This is an optimization exercise on Yosys and OpenROAD, whose aim is a short achievable clock period and few clock cycles, not a production implementation. Where RTL was checked, it was by simulation tests only, not by an equivalence proof against the original.

==> build 8: inputs <==
Design memmap_nbank, start of the top module:
module memmap_nbank #(
  parameter int G_NBANKS     = 2,
  parameter int G_DATA_WIDTH = 16,
  parameter int G_BANK_AW    = 6
) (
  input  logic                             Clk,
  input  logic                             rst_n,
  input  logic [G_BANK_AW+4:2]             VMEAddr,
  input  logic [31:0]                      VMEWrData,
  input  logic                             VMERdMem,
  input  logic                             VMEWrMem,
  output logic [31:0]                      VMERdData,
  output logic                             VMERdDone,
  output logic                             VMEWrDone,
  output logic                             VMEErr,
  input  logic [G_NBANKS*G_BANK_AW-1:0]    bank_adr_i,
  input  logic [G_NBANKS-1:0]              bank_rd_i,
  output logic [G_NBANKS*G_DATA_WIDTH-1:0] bank_dat_o
);
==> module cheby_dpssram, before the edit <==
module cheby_dpssram #(
  parameter int g_data_width = 16,
  parameter int g_addr_width = 6
) (
  input  logic                       clk_i,
  input  logic [2**g_addr_width-1:0] wr_i,
  input  logic [g_data_width-1:0]    wr_data_i,
  input  logic [g_addr_width-1:0]    addr_a_i,
  output logic [g_data_width-1:0]    rd_a_o,
  input  logic [g_addr_width-1:0]    addr_b_i,
  input  logic                       rd_b_i,
  output logic [g_data_width-1:0]    data_b_o
);
  localparam int NW = 2**g_addr_width;
  logic [g_data_width-1:0] mem_q [NW];
  logic [g_data_width-1:0] data_b_q;
  for (genvar i = 0; i < NW; i++) begin : g_word
    always_ff @(posedge clk_i)
      if (wr_i[i]) mem_q[i] <= wr_data_i;
  end
  assign rd_a_o = mem_q[addr_a_i];
  always_ff @(posedge clk_i)
    if (rd_b_i) data_b_q <= mem_q[addr_b_i];
  assign data_b_o = data_b_q;
endmodule
==> module memmap_bank, before the edit <==
module memmap_bank #(
  parameter int G_DATA_WIDTH = 16,
  parameter int G_BANK_AW    = 6
) (
  input  logic                    Clk,
  input  logic [2**G_BANK_AW-1:0] wr_i,
  input  logic [G_DATA_WIDTH-1:0] wr_data_i,
  input  logic [G_BANK_AW-1:0]    addr_a_i,
  output logic [G_DATA_WIDTH-1:0] rd_a_o,
  input  logic [G_BANK_AW-1:0]    addr_b_i,
  input  logic                    rd_b_i,
  output logic [G_DATA_WIDTH-1:0] dat_b_o
);
  cheby_dpssram #(
    .g_data_width(G_DATA_WIDTH),
    .g_addr_width(G_BANK_AW)
  ) u_ram (
    .clk_i    (Clk),
    .wr_i     (wr_i),
    .wr_data_i(wr_data_i),
    .addr_a_i (addr_a_i),
    .rd_a_o   (rd_a_o),
    .addr_b_i (addr_b_i),
    .rd_b_i   (rd_b_i),
    .data_b_o (dat_b_o)
  );
endmodule
==> module memmap_nbank, before the edit <==
module memmap_nbank #(
  parameter int G_NBANKS     = 2,
  parameter int G_DATA_WIDTH = 16,
  parameter int G_BANK_AW    = 6
) (
  input  logic                             Clk,
  input  logic                             rst_n,
  input  logic [G_BANK_AW+4:2]             VMEAddr,
  input  logic [31:0]                      VMEWrData,
  input  logic                             VMERdMem,
  input  logic                             VMEWrMem,
  output logic [31:0]                      VMERdData,
  output logic                             VMERdDone,
  output logic                             VMEWrDone,
  output logic                             VMEErr,
  input  logic [G_NBANKS*G_BANK_AW-1:0]    bank_adr_i,
  input  logic [G_NBANKS-1:0]              bank_rd_i,
  output logic [G_NBANKS*G_DATA_WIDTH-1:0] bank_dat_o
);
  localparam int NW = 2**G_BANK_AW;
  logic                    wr_done_q, rd_done_q, err_q;
  logic [NW-1:0]           wr_en_q [G_NBANKS];
  logic [G_DATA_WIDTH-1:0] wr_dat_q;
  logic [G_DATA_WIDTH-1:0] rd_dat_q;
  logic [G_DATA_WIDTH-1:0] rd_a [G_NBANKS];
  logic [G_DATA_WIDTH-1:0] rd_mux;
  memmap_pkg::slot_t       slot;
  logic [G_BANK_AW-1:0]    word;
  logic                    unused_wr_hi;
  assign unused_wr_hi = ^VMEWrData;
  assign slot = VMEAddr[G_BANK_AW+4:G_BANK_AW+2];
  assign word = VMEAddr[G_BANK_AW+1:2];
  always_ff @(posedge Clk or negedge rst_n) begin
    if (!rst_n) begin
      wr_done_q <= 1'b0;
      rd_done_q <= 1'b0;
      err_q     <= 1'b0;
      for (int k = 0; k < G_NBANKS; k++) wr_en_q[k] <= '0;
    end else begin
      wr_done_q <= VMEWrMem;
      rd_done_q <= VMERdMem;
      err_q     <= (VMEWrMem || VMERdMem) && !memmap_pkg::slot_mapped(slot, G_NBANKS);
      for (int k = 0; k < G_NBANKS; k++)
        for (int i = 0; i < NW; i++)
          wr_en_q[k][i] <= VMEWrMem && ({{(32-memmap_pkg::C_SLOT_W){1'b0}}, slot} == k) &&
                           ({{(32-G_BANK_AW){1'b0}}, word} == i);
    end
  end
  always_comb begin
    rd_mux = '0;
    for (int k = 0; k < G_NBANKS; k++)
      if ({{(32-memmap_pkg::C_SLOT_W){1'b0}}, slot} == k) rd_mux = rd_a[k];
  end
  always_ff @(posedge Clk) begin
    wr_dat_q <= VMEWrData[G_DATA_WIDTH-1:0];
    rd_dat_q <= rd_mux;
  end
  for (genvar k = 0; k < G_NBANKS; k++) begin : g_bank
    memmap_bank #(
      .G_DATA_WIDTH(G_DATA_WIDTH),
      .G_BANK_AW   (G_BANK_AW)
    ) u_bank (
      .Clk      (Clk),
      .wr_i     (wr_en_q[k]),
      .wr_data_i(wr_dat_q),
      .addr_a_i (word),
      .rd_a_o   (rd_a[k]),
      .addr_b_i (bank_adr_i[k*G_BANK_AW +: G_BANK_AW]),
      .rd_b_i   (bank_rd_i[k]),
      .dat_b_o  (bank_dat_o[k*G_DATA_WIDTH +: G_DATA_WIDTH])
    );
  end
  assign VMERdData = {{(32-G_DATA_WIDTH){1'b0}}, rd_dat_q};
  assign VMERdDone = rd_done_q;
  assign VMEWrDone = wr_done_q;
  assign VMEErr    = err_q;
endmodule
make LEC_CHECK=0 ABC_CLOCK_PERIOD_IN_PS=2000 CAP_MARGIN=20 CORE_MARGIN=2 CORE_UTILIZATION=65 SETUP_SLACK_MARGIN=3.2 SLEW_MARGIN=20 finish   # period 5.5 ns
run.sh (not shown) runs the stock make flow with config.mk's settings and CLKGATE_MAP_FILE= SYNTH_SCRIPT=/design/flow/synth_recipe.tcl, a recipe that flattens the netlist after the stock synthesis.
==> trial 92: changes against build 8 <==
--- a/flow/design.v
+++ b/flow/design.v
@@ -6,28 +6,96 @@
   endfunction
 endpackage
+module cheby_aoi22 (
+  input  logic a_i, b_i, c_i, d_i,
+  output logic y_o
+);
+  assign y_o = !((a_i && b_i) || (c_i && d_i));
+endmodule
+module cheby_nand4 (
+  input  logic a_i, b_i, c_i, d_i,
+  output logic y_o
+);
+  assign y_o = !(a_i && b_i && c_i && d_i);
+endmodule
+module cheby_aor #(
+  parameter int N = 8
+) (
+  input  logic [N-1:0] d_i,
+  input  logic [N-1:0] s_i,
+  output logic         y_o
+);
+  localparam int NP = N / 2;
+  localparam int NQ = NP / 4;
+  logic [NP-1:0] p;
+  logic [NQ-1:0] q;
+  for (genvar i = 0; i < NP; i++) begin : g_p
+    cheby_aoi22 u_p (.a_i(d_i[2*i]), .b_i(s_i[2*i]), .c_i(d_i[2*i+1]), .d_i(s_i[2*i+1]), .y_o(p[i]));
+  end
+  for (genvar i = 0; i < NQ; i++) begin : g_q
+    cheby_nand4 u_q (.a_i(p[4*i]), .b_i(p[4*i+1]), .c_i(p[4*i+2]), .d_i(p[4*i+3]), .y_o(q[i]));
+  end
+  assign y_o = |q;
+endmodule
+module cheby_dec3 (
+  input  logic [2:0] a_i,
+  output logic [7:0] y_o
+);
+  always_comb
+    for (int j = 0; j < 8; j++) y_o[j] = (a_i == j);
+endmodule
+module cheby_dpssram_grp #(
+  parameter int g_data_width = 16
+) (
+  input  logic                    clk_i,
+  input  logic [7:0]              wr_i,
+  input  logic [g_data_width-1:0] wr_data_i,
+  input  logic [2:0]              addr_a_i,
+  output logic [g_data_width-1:0] grp_a_o,
+  input  logic [2:0]              addr_b_i,
+  output logic [g_data_width-1:0] grp_b_o
+);
+  logic [g_data_width-1:0] mem_q [8];
+  logic [7:0]              sel_a, sel_b;
+  for (genvar i = 0; i < 8; i++) begin : g_word
+    always_ff @(posedge clk_i)
+      if (wr_i[i]) mem_q[i] <= wr_data_i;
+  end
+  cheby_dec3 u_dec_a (.a_i(addr_a_i), .y_o(sel_a));
+  cheby_dec3 u_dec_b (.a_i(addr_b_i), .y_o(sel_b));
+  for (genvar b = 0; b < g_data_width; b++) begin : g_bit
+    logic [7:0] col;
+    for (genvar j = 0; j < 8; j++) begin : g_col
+      assign col[j] = mem_q[j][b];
+    end
+    cheby_aor #(.N(8)) u_a (.d_i(col), .s_i(sel_a), .y_o(grp_a_o[b]));
+    cheby_aor #(.N(8)) u_b (.d_i(col), .s_i(sel_b), .y_o(grp_b_o[b]));
+  end
+endmodule
 module cheby_dpssram #(
   parameter int g_data_width = 16,
   parameter int g_addr_width = 6
 ) (
-  input  logic                       clk_i,
-  input  logic [2**g_addr_width-1:0] wr_i,
-  input  logic [g_data_width-1:0]    wr_data_i,
-  input  logic [g_addr_width-1:0]    addr_a_i,
-  output logic [g_data_width-1:0]    rd_a_o,
-  input  logic [g_addr_width-1:0]    addr_b_i,
-  input  logic                       rd_b_i,
-  output logic [g_data_width-1:0]    data_b_o
-);
-  localparam int NW = 2**g_addr_width;
-  logic [g_data_width-1:0] mem_q [NW];
-  logic [g_data_width-1:0] data_b_q;
-  for (genvar i = 0; i < NW; i++) begin : g_word
-    always_ff @(posedge clk_i)
-      if (wr_i[i]) mem_q[i] <= wr_data_i;
-  end
-  assign rd_a_o = mem_q[addr_a_i];
-  always_ff @(posedge clk_i)
-    if (rd_b_i) data_b_q <= mem_q[addr_b_i];
-  assign data_b_o = data_b_q;
+  input  logic                                          clk_i,
+  input  logic [2**g_addr_width-1:0]                    wr_i,
+  input  logic [g_data_width-1:0]                       wr_data_i,
+  input  logic [2:0]                                    addr_a_i,
+  output logic [2**(g_addr_width-3)*g_data_width-1:0]   grp_a_o,
+  input  logic [2:0]                                    addr_b_i,
+  output logic [2**(g_addr_width-3)*g_data_width-1:0]   grp_b_o
+);
+  localparam int NG = 2**(g_addr_width-3);
+  for (genvar g = 0; g < NG; g++) begin : g_grp
+    cheby_dpssram_grp #(
+      .g_data_width(g_data_width)
+    ) u_grp (
+      .clk_i    (clk_i),
+      .wr_i     (wr_i[g*8 +: 8]),
+      .wr_data_i(wr_data_i),
+      .addr_a_i (addr_a_i),
+      .grp_a_o  (grp_a_o[g*g_data_width +: g_data_width]),
+      .addr_b_i (addr_b_i),
+      .grp_b_o  (grp_b_o[g*g_data_width +: g_data_width])
+    );
+  end
 endmodule
 module memmap_bank #(
@@ -38,10 +106,17 @@
   input  logic [2**G_BANK_AW-1:0] wr_i,
   input  logic [G_DATA_WIDTH-1:0] wr_data_i,
-  input  logic [G_BANK_AW-1:0]    addr_a_i,
-  output logic [G_DATA_WIDTH-1:0] rd_a_o,
+  input  logic [2:0]              addr_a_i,
+  output logic [2**(G_BANK_AW-3)*G_DATA_WIDTH-1:0] grp_a_o,
   input  logic [G_BANK_AW-1:0]    addr_b_i,
   input  logic                    rd_b_i,
   output logic [G_DATA_WIDTH-1:0] dat_b_o
 );
+  localparam int NG = 2**(G_BANK_AW-3);
+  logic [NG-1:0]              grp_sel_b;
+  logic [NG*G_DATA_WIDTH-1:0] grp_b;
+  logic [G_DATA_WIDTH-1:0]    dat_b_q, dat_b_d;
+  always_comb
+    for (int g = 0; g < NG; g++)
+      grp_sel_b[g] = rd_b_i && ({{(32-G_BANK_AW+3){1'b0}}, addr_b_i[G_BANK_AW-1:3]} == g);
   cheby_dpssram #(
     .g_data_width(G_DATA_WIDTH),
@@ -52,9 +127,20 @@
     .wr_data_i(wr_data_i),
     .addr_a_i (addr_a_i),
-    .rd_a_o   (rd_a_o),
-    .addr_b_i (addr_b_i),
-    .rd_b_i   (rd_b_i),
-    .data_b_o (dat_b_o)
+    .grp_a_o  (grp_a_o),
+    .addr_b_i (addr_b_i[2:0]),
+    .grp_b_o  (grp_b)
   );
+  for (genvar b = 0; b < G_DATA_WIDTH; b++) begin : g_bit
+    logic [NG-1:0] db;
+    logic          y;
+    for (genvar g = 0; g < NG; g++) begin : g_grp
+      assign db[g] = grp_b[g*G_DATA_WIDTH+b];
+    end
+    cheby_aor #(.N(NG)) u_sel_b (.d_i(db), .s_i(grp_sel_b), .y_o(y));
+    assign dat_b_d[b] = y || (dat_b_q[b] && !rd_b_i);
+  end
+  always_ff @(posedge Clk)
+    dat_b_q <= dat_b_d;
+  assign dat_b_o = dat_b_q;
 endmodule
 module memmap_nbank #(
@@ -78,10 +164,11 @@
 );
   localparam int NW = 2**G_BANK_AW;
+  localparam int NG = NW / 8;
   logic                    wr_done_q, rd_done_q, err_q;
   logic [NW-1:0]           wr_en_q [G_NBANKS];
   logic [G_DATA_WIDTH-1:0] wr_dat_q;
-  logic [G_DATA_WIDTH-1:0] rd_dat_q;
-  logic [G_DATA_WIDTH-1:0] rd_a [G_NBANKS];
-  logic [G_DATA_WIDTH-1:0] rd_mux;
+  logic [G_DATA_WIDTH-1:0] rd_dat_q, rd_dat_d;
+  logic [NG-1:0]           grp_sel_a [G_NBANKS];
+  logic [NG*G_DATA_WIDTH-1:0] grp_a [G_NBANKS];
   memmap_pkg::slot_t       slot;
   logic [G_BANK_AW-1:0]    word;
@@ -90,4 +177,9 @@
   assign slot = VMEAddr[G_BANK_AW+4:G_BANK_AW+2];
   assign word = VMEAddr[G_BANK_AW+1:2];
+  always_comb
+    for (int k = 0; k < G_NBANKS; k++)
+      for (int g = 0; g < NG; g++)
+        grp_sel_a[k][g] = ({{(32-memmap_pkg::C_SLOT_W){1'b0}}, slot} == k) &&
+                          ({{(32-G_BANK_AW+3){1'b0}}, word[G_BANK_AW-1:3]} == g);
   always_ff @(posedge Clk or negedge rst_n) begin
     if (!rst_n) begin
@@ -106,12 +198,7 @@
     end
   end
-  always_comb begin
-    rd_mux = '0;
-    for (int k = 0; k < G_NBANKS; k++)
-      if ({{(32-memmap_pkg::C_SLOT_W){1'b0}}, slot} == k) rd_mux = rd_a[k];
-  end
   always_ff @(posedge Clk) begin
     wr_dat_q <= VMEWrData[G_DATA_WIDTH-1:0];
-    rd_dat_q <= rd_mux;
+    rd_dat_q <= rd_dat_d;
   end
   for (genvar k = 0; k < G_NBANKS; k++) begin : g_bank
@@ -123,6 +210,6 @@
       .wr_i     (wr_en_q[k]),
       .wr_data_i(wr_dat_q),
-      .addr_a_i (word),
-      .rd_a_o   (rd_a[k]),
+      .addr_a_i (word[2:0]),
+      .grp_a_o  (grp_a[k]),
       .addr_b_i (bank_adr_i[k*G_BANK_AW +: G_BANK_AW]),
       .rd_b_i   (bank_rd_i[k]),
@@ -130,4 +217,14 @@
     );
   end
+  for (genvar b = 0; b < G_DATA_WIDTH; b++) begin : g_rd_bit
+    logic [G_NBANKS*NG-1:0] d, s;
+    for (genvar k = 0; k < G_NBANKS; k++) begin : g_k
+      for (genvar g = 0; g < NG; g++) begin : g_g
+        assign d[k*NG+g] = grp_a[k][g*G_DATA_WIDTH+b];
+        assign s[k*NG+g] = grp_sel_a[k][g];
+      end
+    end
+    cheby_aor #(.N(G_NBANKS*NG)) u_sel (.d_i(d), .s_i(s), .y_o(rd_dat_d[b]));
+  end
   assign VMERdData = {{(32-G_DATA_WIDTH){1'b0}}, rd_dat_q};
   assign VMERdDone = rd_done_q;
CORE_UTILIZATION = 45   (was 65)
SYNTH_HIERARCHICAL = 1   (was default)
SYNTH_MINIMUM_KEEP_SIZE = 0   (was default)
==> comparison table <==
|  | build 8 | trial 92 |
|---|---|---|
| Area share of the leading cell type in the synthesized netlist | 63.7% | 59.9% |
| Initial core utilization | 65.4% | 45.2% |
| Buffers inserted during post-CTS setup optimization | 342 | 410 |
| Die H | 392 um | 482 um |
| Number of cells produced by synthesis | 7572 | 5690 |
| Syn Std Cell Area | 98000 sq um | 103000 sq um |
| Total number of yosys warnings | 6 | 16 |
| Final weighted congestion of routability-driven global placement | 1.16 | 0.900 |
| Number of buffers inserted during clock tree synthesis | 220 | 237 |
| Sequential element share of the synthesized area | 67.7% | 64.3% |
| Mux share of post-synthesis cell area | 1.00% | 0% |
| Complex-gate fraction of the synthesized area | 9.35% | 28.3% |
| Status | did not finish | finished clean |
| Stage where the flow stopped | global routing | - |
| Horiz. Die Dim | 392 um | 482 um |
| Simple-gate share of the synthesized area | 18.4% | 6.98% |
| Post-synth EDFFs | 2080 | 2048 |
| Count of distinct cell types in the synthesized netlist | 65 | 29 |
| Mean area per synthesized cell | 12.9 sq um | 18.0 sq um |
| Post-DP Area | 104000 sq um | 111000 sq um |
| Cell count after placement | 9487 | 8963 |
| Quantity of gates resized following cts | 1156 | 668 |
| Placement row count | 142 | 175 |
| Half-perimeter wire length after detailed placement | 329000 um | 225000 um |
| Most repeated cell in the gate-level netlist after synthesis | edfxtp_1 | a22oi_2 |
| Place WS | 0.539 ns | 0.815 ns |
Testbench counts of trial 92, summed over its fixed seeds: cycles 32,000.
Function not checked in build 8: the RTL went through the layout flow alone.

## separate check: timing with driven ports
Ports are ideal in the flow. The routed layout listed here was re-timed in OpenROAD. Step 1 assumes that a clkbuf_16 drives the clock port and a buf_2 every other input. Step 2 times the ports against the registers' clock, not the clock port: input delays grow and output delays shrink by t, the midpoint of the rising clock arrivals with the driver on. a / b / c = no drivers / after step 1 / after step 2; a / b = the first two.
run: trial 92
t (ns): 0.978
slack for setup (ns): 2.383 / 1.958 / 0.981
hold WS [ns]: 0.157 / 0.134 / 0.459
After both steps setup and hold are still met in trial 92. The setup slack of trial 92 moves by -0.425 ns with the drivers and by -1.402 ns with both steps.
